Source: an optimization exercise on an open RTL-to-GDS flow (aim: small area, a short achievable clock period and few clock cycles per item). Production flows keep margins and buffers that such runs may drop.
The RTL was checked by simulation tests, not by an equivalence proof against the original design.
Power is estimated from default activity; no workload was simulated.

==> module rbo_ram, before the edit <==
module rbo_ram #(
    parameter int WIDTH = 16,
    parameter int DEPTH = 256,
    parameter int NROW  = 64,
    parameter int NWLO  = 16
) (
    input  logic                     clk,
    input  logic [NWLO-1:0]          wsel_lo,
    input  logic [DEPTH/NWLO-1:0]    wsel_hi,
    input  logic [WIDTH-1:0]         wdata,
    input  logic [NROW-1:0]          rsel_row,
    input  logic [DEPTH/NROW-1:0]    rsel_grp,
    output logic [WIDTH-1:0]         rdata
);
    localparam int NGRP = DEPTH / NROW;
    logic [WIDTH-1:0] mem [DEPTH];
    logic [WIDTH-1:0] grp_pick [NGRP];
    logic [WIDTH-1:0] grp_reg  [NGRP];
    always_ff @(posedge clk)
    begin
        for (int i = 0; i < DEPTH; i++)
        begin
            if (wsel_lo[i % NWLO] && wsel_hi[i / NWLO])
            begin
                mem[i] <= wdata;
            end
        end
    end
    always_comb
    begin
        for (int g = 0; g < NGRP; g++)
        begin
            grp_pick[g] = '0;
            for (int r = 0; r < NROW; r++)
            begin
                if (rsel_row[r])
                begin
                    grp_pick[g] = grp_pick[g] | mem[g * NROW + r];
                end
            end
        end
    end
    always_ff @(posedge clk)
    begin
        for (int g = 0; g < NGRP; g++)
        begin
            grp_reg[g] <= grp_pick[g];
        end
    end
    always_comb
    begin
        rdata = '0;
        for (int g = 0; g < NGRP; g++)
        begin
            if (rsel_grp[g])
            begin
                rdata = rdata | grp_reg[g];
            end
        end
    end
endmodule
==> module rbo_dp, before the edit <==
module rbo_dp (
    input  logic                                 clk,
    input  logic                                 rst_n,
    input  logic                                 cfg_write_en,
    input  logic [rbo_pkg::CFG_INDEX_BITS-1:0]   cfg_index,
    input  logic [rbo_pkg::CFG_DATA_BITS-1:0]    cfg_data,
    input  logic                                 accept,
    input  logic                                 cmd_in,
    input  logic [rbo_pkg::DATA_BITS-1:0]        push_value,
    input  logic [rbo_pkg::POS_BITS-1:0]         position,
    output logic                                 res_valid,
    output logic [rbo_pkg::RES_BITS-1:0]         res_data
);
    localparam int AB = rbo_pkg::ADDR_BITS;
    localparam int CB = rbo_pkg::CAP_BITS;
    localparam int DB = rbo_pkg::DATA_BITS;
    logic          r_vld;
    logic [63:0]   r_row;
    logic [3:0]    r_grp;
    logic [AB-1:0] slot;
    logic [CB-1:0] r_fill;
    logic          r_drop;
    logic          r_perr;
    logic [DB-1:0] ram_rdata;
    logic          s_vld;
    logic [3:0]    s_grp;
    logic [CB-1:0] s_fill;
    logic          s_drop;
    logic          s_perr;
    logic                   a_vld;
    logic                   a_cmd;
    logic [DB-1:0]          a_val;
    logic [AB-1:0]          a_pos;
    logic                   c_vld;
    logic                   c_idx0;
    logic [CB-1:0]          c_dat;
    assign a_vld  = accept;
    assign a_cmd  = cmd_in;
    assign a_val  = push_value;
    assign a_pos  = position;
    assign c_vld  = cfg_write_en && (cfg_index[1] == 1'b0);
    assign c_idx0 = (cfg_index[0] == 1'b0);
    assign c_dat  = cfg_data;
    logic [CB-1:0] cap_reg;       
    logic [CB-1:0] cap_m1_reg;    
    logic          mode_reg;      
    logic [AB-1:0] oldest_reg;
    logic [AB-1:0] tail_reg;      
    logic [CB-1:0] count_reg;
    logic          full_reg;      
    logic [CB-1:0] cap_clamped;
    logic          do_push, do_write, do_drop, do_read;
    logic          pos_err, hit;
    logic [CB-1:0] fill_after;
    always_comb
    begin
        if (c_dat == '0)
        begin
            cap_clamped = rbo_pkg::CAP_MIN;
        end
        else if (c_dat > rbo_pkg::CAP_MAX)
        begin
            cap_clamped = rbo_pkg::CAP_MAX;
        end
        else
        begin
            cap_clamped = c_dat;
        end
    end
    assign do_push  = a_vld && (a_cmd == rbo_pkg::CMD_PUSH);
    assign do_read  = a_vld && (a_cmd == rbo_pkg::CMD_READ);
    assign do_drop  = do_push && full_reg && (mode_reg != rbo_pkg::MODE_OVERWRITE);
    assign do_write = do_push && !do_drop;
    assign pos_err  = ({1'b0, a_pos} >= cap_reg);
    assign hit      = ({1'b0, a_pos} < count_reg);
    assign slot     = oldest_reg + a_pos;
    assign fill_after = (do_write && !full_reg) ? count_reg + CB'(1) : count_reg;
    always_ff @(posedge clk or negedge rst_n)
    begin
        if (!rst_n)
        begin
            cap_reg    <= rbo_pkg::CAP_MAX;
            cap_m1_reg <= rbo_pkg::CAP_MAX - CB'(1);
            mode_reg   <= rbo_pkg::MODE_OVERWRITE;
            oldest_reg <= '0;
            tail_reg   <= '0;
            count_reg  <= '0;
            full_reg   <= 1'b0;
        end
        else if (c_vld)
        begin
            if (c_idx0)
            begin
                cap_reg    <= cap_clamped;
                cap_m1_reg <= cap_clamped - CB'(1);
            end
            else
            begin
                mode_reg <= c_dat[0];
            end
            oldest_reg <= '0;
            tail_reg   <= '0;
            count_reg  <= '0;
            full_reg   <= 1'b0;
        end
        else if (do_write)
        begin
            tail_reg <= tail_reg + AB'(1);
            if (full_reg)
            begin
                oldest_reg <= oldest_reg + AB'(1);
            end
            else
            begin
                count_reg <= count_reg + CB'(1);
                full_reg  <= (count_reg == cap_m1_reg);
            end
        end
    end
    logic [15:0]   w_lo;
    logic [15:0]   w_hi;
    logic [DB-1:0] w_data;
    always_ff @(posedge clk or negedge rst_n)
    begin
        if (!rst_n)
        begin
            w_lo <= '0;
        end
        else
        begin
            w_lo <= (do_write && !c_vld) ? (16'(1) << tail_reg[3:0]) : 16'(0);
        end
    end
    always_ff @(posedge clk)
    begin
        w_hi   <= 16'(1) << tail_reg[7:4];
        w_data <= a_val;
    end
    rbo_ram #(
        .WIDTH (DB),
        .DEPTH (rbo_pkg::DEPTH)
    ) u_ram (
        .clk     (clk),
        .wsel_lo  (w_lo),
        .wsel_hi  (w_hi),
        .wdata    (w_data),
        .rsel_row (r_row),
        .rsel_grp (s_grp),
        .rdata   (ram_rdata)
    );
    always_ff @(posedge clk or negedge rst_n)
    begin
        if (!rst_n)
        begin
            r_vld <= 1'b0;
        end
        else
        begin
            r_vld <= a_vld;
        end
    end
    always_ff @(posedge clk)
    begin
        r_row  <= 64'(1) << slot[5:0];
        r_grp  <= (do_read && hit) ? (4'(1) << slot[7:6]) : 4'(0);
        r_fill <= fill_after;
        r_drop <= do_drop;
        r_perr <= do_read && pos_err;
    end
    always_ff @(posedge clk or negedge rst_n)
    begin
        if (!rst_n)
        begin
            s_vld <= 1'b0;
        end
        else
        begin
            s_vld <= r_vld;
        end
    end
    always_ff @(posedge clk)
    begin
        s_grp  <= r_grp;
        s_fill <= r_fill;
        s_drop <= r_drop;
        s_perr <= r_perr;
    end
    assign res_valid = s_vld;
    assign res_data  = {ram_rdata, s_fill, s_drop, s_perr};
endmodule
export LEC_CHECK = 0
export CAP_MARGIN = 20
export CORE_MARGIN = 2
export CORE_UTILIZATION = 45
export CTS_CLUSTER_DIAMETER = 80
export CTS_CLUSTER_SIZE = 20
export PLACE_DENSITY = 0.55
export SLEW_MARGIN = 20
create_clock -name core_clock -period 10.0 [get_ports {clk}]
standard.sh (not shown) runs the stock make flow with config.mk's settings and CLKGATE_MAP_FILE= SYNTH_SCRIPT=/design/flow/synth_recipe.tcl, a recipe that flattens the netlist after the stock synthesis.
==> flow/flow/run.sh <==
#!/bin/bash
# Layout flow: the standard ORFS flow (standard.sh, unchanged synthesis),
# with these knobs changed:
#  - every input and output port is still buffered, but with a plain buffer
#    (buf_2) rather than the delay cell the resizer picks by default;
#  - sizing may swap cells of a different footprint;
set -euo pipefail
bash standard.sh SETUP_SLACK_MARGIN=6.5 MATCH_CELL_FOOTPRINT=0 \
  "BUFFER_PORTS_ARGS=-buffer_cell sky130_fd_sc_hd__buf_2" \
  "CTS_ARGS=-sink_clustering_enable -repair_clock_nets -sink_clustering_size 20 -sink_clustering_max_diameter 80 -dont_use_dummy_load" \
  finish > flow_make.log 2>&1
Testbench counts at the start, summed over its fixed seeds: cycles 48,208, items 48,000.
Edit:
--- a/flow/design.v
+++ b/flow/design.v
@@ -15,35 +15,31 @@
     localparam logic [CFG_INDEX_BITS-1:0] CFG_CAPACITY = CFG_INDEX_BITS'(0);
     localparam logic [CFG_INDEX_BITS-1:0] CFG_MODE     = CFG_INDEX_BITS'(1);
 endpackage
 module rbo_ram #(
     parameter int WIDTH = 16,
     parameter int DEPTH = 256,
-    parameter int NROW  = 64,
-    parameter int NWLO  = 16
+    parameter int NROW  = 64
 ) (
     input  logic                     clk,
-    input  logic [NWLO-1:0]          wsel_lo,
-    input  logic [DEPTH/NWLO-1:0]    wsel_hi,
+    input  logic                     we,
+    input  logic [$clog2(DEPTH)-1:0] waddr,
     input  logic [WIDTH-1:0]         wdata,
     input  logic [NROW-1:0]          rsel_row,
     input  logic [DEPTH/NROW-1:0]    rsel_grp,
     output logic [WIDTH-1:0]         rdata
 );
     localparam int NGRP = DEPTH / NROW;
     logic [WIDTH-1:0] mem [DEPTH];
     logic [WIDTH-1:0] grp_pick [NGRP];
     logic [WIDTH-1:0] grp_reg  [NGRP];
     always_ff @(posedge clk)
     begin
-        for (int i = 0; i < DEPTH; i++)
+        if (we)
         begin
-            if (wsel_lo[i % NWLO] && wsel_hi[i / NWLO])
-            begin
-                mem[i] <= wdata;
-            end
+            mem[waddr] <= wdata;
         end
     end
     always_comb
     begin
         for (int g = 0; g < NGRP; g++)
         begin
@@ -290,39 +286,39 @@
             begin
                 count_reg <= count_reg + CB'(1);
                 full_reg  <= (count_reg == cap_m1_reg);
             end
         end
     end
-    logic [15:0]   w_lo;
-    logic [15:0]   w_hi;
+    logic          w_en;
+    logic [AB-1:0] w_addr;
     logic [DB-1:0] w_data;
     always_ff @(posedge clk or negedge rst_n)
     begin
         if (!rst_n)
         begin
-            w_lo <= '0;
+            w_en <= 1'b0;
         end
         else
         begin
-            w_lo <= (do_write && !c_vld) ? (16'(1) << tail_reg[3:0]) : 16'(0);
+            w_en <= do_write && !c_vld;
         end
     end
     always_ff @(posedge clk)
     begin
-        w_hi   <= 16'(1) << tail_reg[7:4];
+        w_addr <= tail_reg;
         w_data <= a_val;
     end
     rbo_ram #(
         .WIDTH (DB),
         .DEPTH (rbo_pkg::DEPTH)
     ) u_ram (
         .clk     (clk),
-        .wsel_lo  (w_lo),
-        .wsel_hi  (w_hi),
-        .wdata    (w_data),
+        .we      (w_en),
+        .waddr   (w_addr),
+        .wdata   (w_data),
         .rsel_row (r_row),
         .rsel_grp (s_grp),
         .rdata   (ram_rdata)
     );
     always_ff @(posedge clk or negedge rst_n)
     begin
Total power goes down slightly; first-iteration DRC count is unchanged; cell count is about the same; routed wire length goes up slightly; via count goes up slightly; final area barely changes; synthesized area goes down slightly; critical path depth goes up by 3; maximum frequency goes down by a few percent.
Testbench counts after the change, summed over its fixed seeds: cycles 48,208, items 48,000.

[afterwards: timing with drivers on the ports]
In the flow no input, the clock included, has a driving cell. The finished layouts below were timed again as built, in two steps.
Step 1 (the two cells are an assumption about what drives the block):
set clk [get_ports {clk}]
set_driving_cell -lib_cell sky130_fd_sc_hd__clkbuf_16 $clk
set_driving_cell -lib_cell sky130_fd_sc_hd__buf_2 [delete_from_list [all_inputs] $clk]
Step 2 adds t to the input delays and takes it off the output delays; t is the mean of the earliest and latest rising clock arrival at the registers after step 1. Input paths then give back, and output paths get back, about the clock's delay inside the block.
Three values: ideal, step 1, step 2; two values: the first two.
run	t (ns)	setup WS [ns]	worst hold slack (ns)	worst setup path after step 2
the first run	1.040	6.452 / 6.347 / 5.678	0.318 / 0.318 / 0.318	input to register
the second run	1.038	6.369 / 6.369 / 5.834	0.303 / 0.303 / 0.303	input to register
After both steps setup and hold are still met in every run listed. For the first run, which loses most, drivers alone change the setup slack by -0.105 ns; drivers and shift together by -0.774 ns.
